Background: an optimization exercise with open tools, aiming at small area and a short achievable clock period. Do not read the settings as production practice. In this exercise RTL edits were held to simulation tests only and were not proved equivalent to the original. The clock input has no modelled driver; a real chip could not lean on it and would need a root buffer or a full tree.

==> inputs of 02-05 <==
Design dtsWorker, start of the top module:
module dtsWorker #(
	parameter logic [31:0] SEED = 32'h2545f491,  
	parameter int BLOCK_THRESH = 64,   
	parameter int SET_THRESH = 256     
) (
	input wire logic clk,
	input wire logic reset,
	input wire logic anotherOne,
	output logic [39:0] natRuler,
	output logic done
);
	function automatic logic [31:0] xsBack(input logic [31:0] y);
		logic [31:0] x;
		x = y;
		for (int i = 0; i < 7; i++) x = y ^ (x << 5);
		y = x;
		for (int i = 0; i < 2; i++) x = y ^ (x >> 17);
		y = x;
		for (int i = 0; i < 3; i++) x = y ^ (x << 13);
		xsBack = x;
	endfunction
	localparam logic [31:0] SEED_NEXT = xsBack(xsBack(xsBack(xsBack(xsBack(SEED)))));
	logic resetQ, newSet, clearBlock, keepBlock, accept, store, fits;
	logic [31:0] xs;
	logic [31:0] xsNext;
	logic [7:0] fold, foldQ;
	logic [4:0] res, resQ;  
	logic [19:1] nat, cum, store0, dists, markBit;
	always_comb begin
		xsNext = xs ^ (xs << 13);
		xsNext = xsNext ^ (xsNext >> 17);
		xsNext = xsNext ^ (xsNext << 5);
	end
	always_ff @(posedge clk) begin
		xs <= resetQ ? SEED_NEXT : xsNext;
		foldQ <= fold;
		resQ <= res;
	end
	markFold markFold_i (.x(xs), .y(fold));
	markTable markTable_i (.y(foldQ), .r(res));
	candidateEval candidateEval_i (
		.res(resQ), .nat(nat), .cum(cum), .dists(dists), .markBit(markBit), .fits(fits)
	);
	searchCtrl #(.BLOCK_THRESH(BLOCK_THRESH), .SET_THRESH(SET_THRESH)) searchCtrl_i (
		.clk(clk), .reset(reset), .anotherOne(anotherOne), .fits(fits),
		.resetQ(resetQ), .newSet(newSet), .clearBlock(clearBlock), .keepBlock(keepBlock),
		.accept(accept), .store(store), .done(done)
	);
	dtsState dtsState_i (
		.clk(clk), .clearSet(newSet), .clearBlock(clearBlock), .accept(accept),
		.keepBlock(keepBlock), .store(store), .dists(dists), .markBit(markBit),
		.nat(nat), .cum(cum), .store0(store0)
	);
	assign natRuler = {nat, 1'b1, store0, 1'b1};
endmodule
clock: 24.0 ns
lec_check: 0
abc_area: 1
cap_margin: 20
core_margin: 2
core_utilization: 40
place_density: 0.6
slew_margin: 20
standard.sh (not shown) runs the stock make flow with config.mk's settings and CLKGATE_MAP_FILE= SYNTH_SCRIPT=/design/flow/synth_recipe.tcl, a recipe that flattens the netlist after the stock synthesis.
==> flow/flow/run.sh <==
#!/bin/bash
# The standard layout with these changes:
# - the port buffers are buf_2 instead of the flow's default pick (a slow
#   delay buffer); every port still gets a buffer;
# - the clock tree is built by hand in two short levels: the clock port feeds
#   four clkbuf_16, which feed twelve clkbuf_8, each at the centre of the
#   flip-flops it drives (manual_cts.tcl, sourced before the CTS step, which
#   then skips TritonCTS);
# - timing repair keeps a setup margin so that it also works on the few paths
#   that set the achieved period.
# The constraints and the clock period are the standard flow's.
set -euo pipefail
export BUFFER_PORTS_ARGS="-buffer_cell sky130_fd_sc_hd__buf_2"
export PRE_CTS_TCL="$(pwd)/flow/manual_cts.tcl"
export SETUP_SLACK_MARGIN=18.3
bash standard.sh > standard_flow.log 2>&1
Other scripts of this flow, unchanged in this note and not shown: flow/flow/manual_cts.tcl
==> 05-03 (differences from 02-05) <==
--- a/flow/design.v
+++ b/flow/design.v
@@ -1,4 +1,3 @@
-`timescale 1ns/1ps
 `default_nettype none
 module markFold(input logic [31:0] x, output logic [7:0] y);
 	logic a_1;
--- a/flow/flow/run.sh
+++ b/flow/flow/run.sh
@@ -12,5 +12,5 @@
 set -euo pipefail
 export BUFFER_PORTS_ARGS="-buffer_cell sky130_fd_sc_hd__buf_2"
 export PRE_CTS_TCL="$(pwd)/flow/manual_cts.tcl"
-export SETUP_SLACK_MARGIN=18.3
+export SETUP_SLACK_MARGIN=18.42
 bash standard.sh > standard_flow.log 2>&1
==> 03-13 (differences from 02-05) <==
--- a/flow/design.v
+++ b/flow/design.v
@@ -1,4 +1,3 @@
-`timescale 1ns/1ps
 `default_nettype none
 module markFold(input logic [31:0] x, output logic [7:0] y);
 	logic a_1;
--- a/flow/flow/run.sh
+++ b/flow/flow/run.sh
@@ -12,5 +12,4 @@
 set -euo pipefail
 export BUFFER_PORTS_ARGS="-buffer_cell sky130_fd_sc_hd__buf_2"
 export PRE_CTS_TCL="$(pwd)/flow/manual_cts.tcl"
-export SETUP_SLACK_MARGIN=18.3
 bash standard.sh > standard_flow.log 2>&1
==> metrics.yaml <==
detailed_routing:
  detailedRoute.firstPassIterationCount: 5
  met3RoutedLength_mm: 1.20
  vias: 7137
final_layout:
  nets: 1207
  final_layout_size_suffix_gt1_share_pct: 7.40
worst_setup_path:
  data_arrival_time_of_the_worst_path_ns: 0.94
outcome:
  status: "complete, no violations"
timing:
  final_min_period_over_clock_period_pct: 23.9
-- figures above: 03-13

==> metrics.yaml <==
outcome:
  status: "complete, no violations"
final_layout:
  num-nonclk-inverters: 166
  nets: 1227
  final_layout_size_suffix_gt1_share_pct: 10.7
  num-multi-input-gates: 772
worst_setup_path:
  data_arrival_time_of_the_worst_path_ns: 0.82
  worstSetupPathType: "register to primary output"
detailed_routing:
  routed_via_density: 4.99
  met3RoutedLength_mm: 1.11
timing:
  final_min_period_over_clock_period_pct: 23.4
clocking:
  postCtsSetupBuffers: 0
-- figures above: 05-03

==> metrics.yaml <==
outcome:
  status: "complete, no violations"
worst_setup_path:
  regToRegStartpoint: "xs[10]$_SDFF_PP1_"
  worst_reg_to_reg_cells: 13
  data_arrival_time_of_the_worst_path_ns: 0.84
synth:
  synth_top_cells_by_area: "sky130_fd_sc_hd__dfxtp_1 31%, sky130_fd_sc_hd__nand2_1 11%, sky130_fd_sc_hd__fa_1 9.8%"
timing:
  final_min_period_over_clock_period_pct: 23.5
detailed_routing:
  vias: 7085
  met3RoutedLength_mm: 1.24
final_layout:
  final_layout_size_suffix_gt1_share_pct: 8.79
-- figures above: 02-05

No run of this note takes its clock network from TritonCTS; it comes from the design's own scripts or RTL.

afterwards: timing with drivers on the ports:
The flow's constraints put no driver on any port. The routed layouts listed below were extracted and timed again, unchanged, in two steps.
Step 1 sets driving cells, clkbuf_16 on the clock port and buf_2 on the other inputs (assumed; they add their load-dependent delay and slew).
Step 2 adds t to the input delays and takes it off the output delays; t is the mean of the earliest and latest rising clock arrival at the registers after step 1. Input paths then give back, and output paths get back, about the clock's delay inside the block.
a / b / c = ideal / step 1 / step 2; a / b = the first two.
run | t, ns | setup WS [ns] | worst setup path after step 2
02-05 | 0.369 | 18.356 / 18.265 / 18.588 | input to register
05-03 | 0.370 | 18.383 / 18.292 / 18.588 | input to register
03-13 | 0.370 | 18.265 / 18.174 / 18.544 | register to output
After both steps every run listed still meets setup and hold.
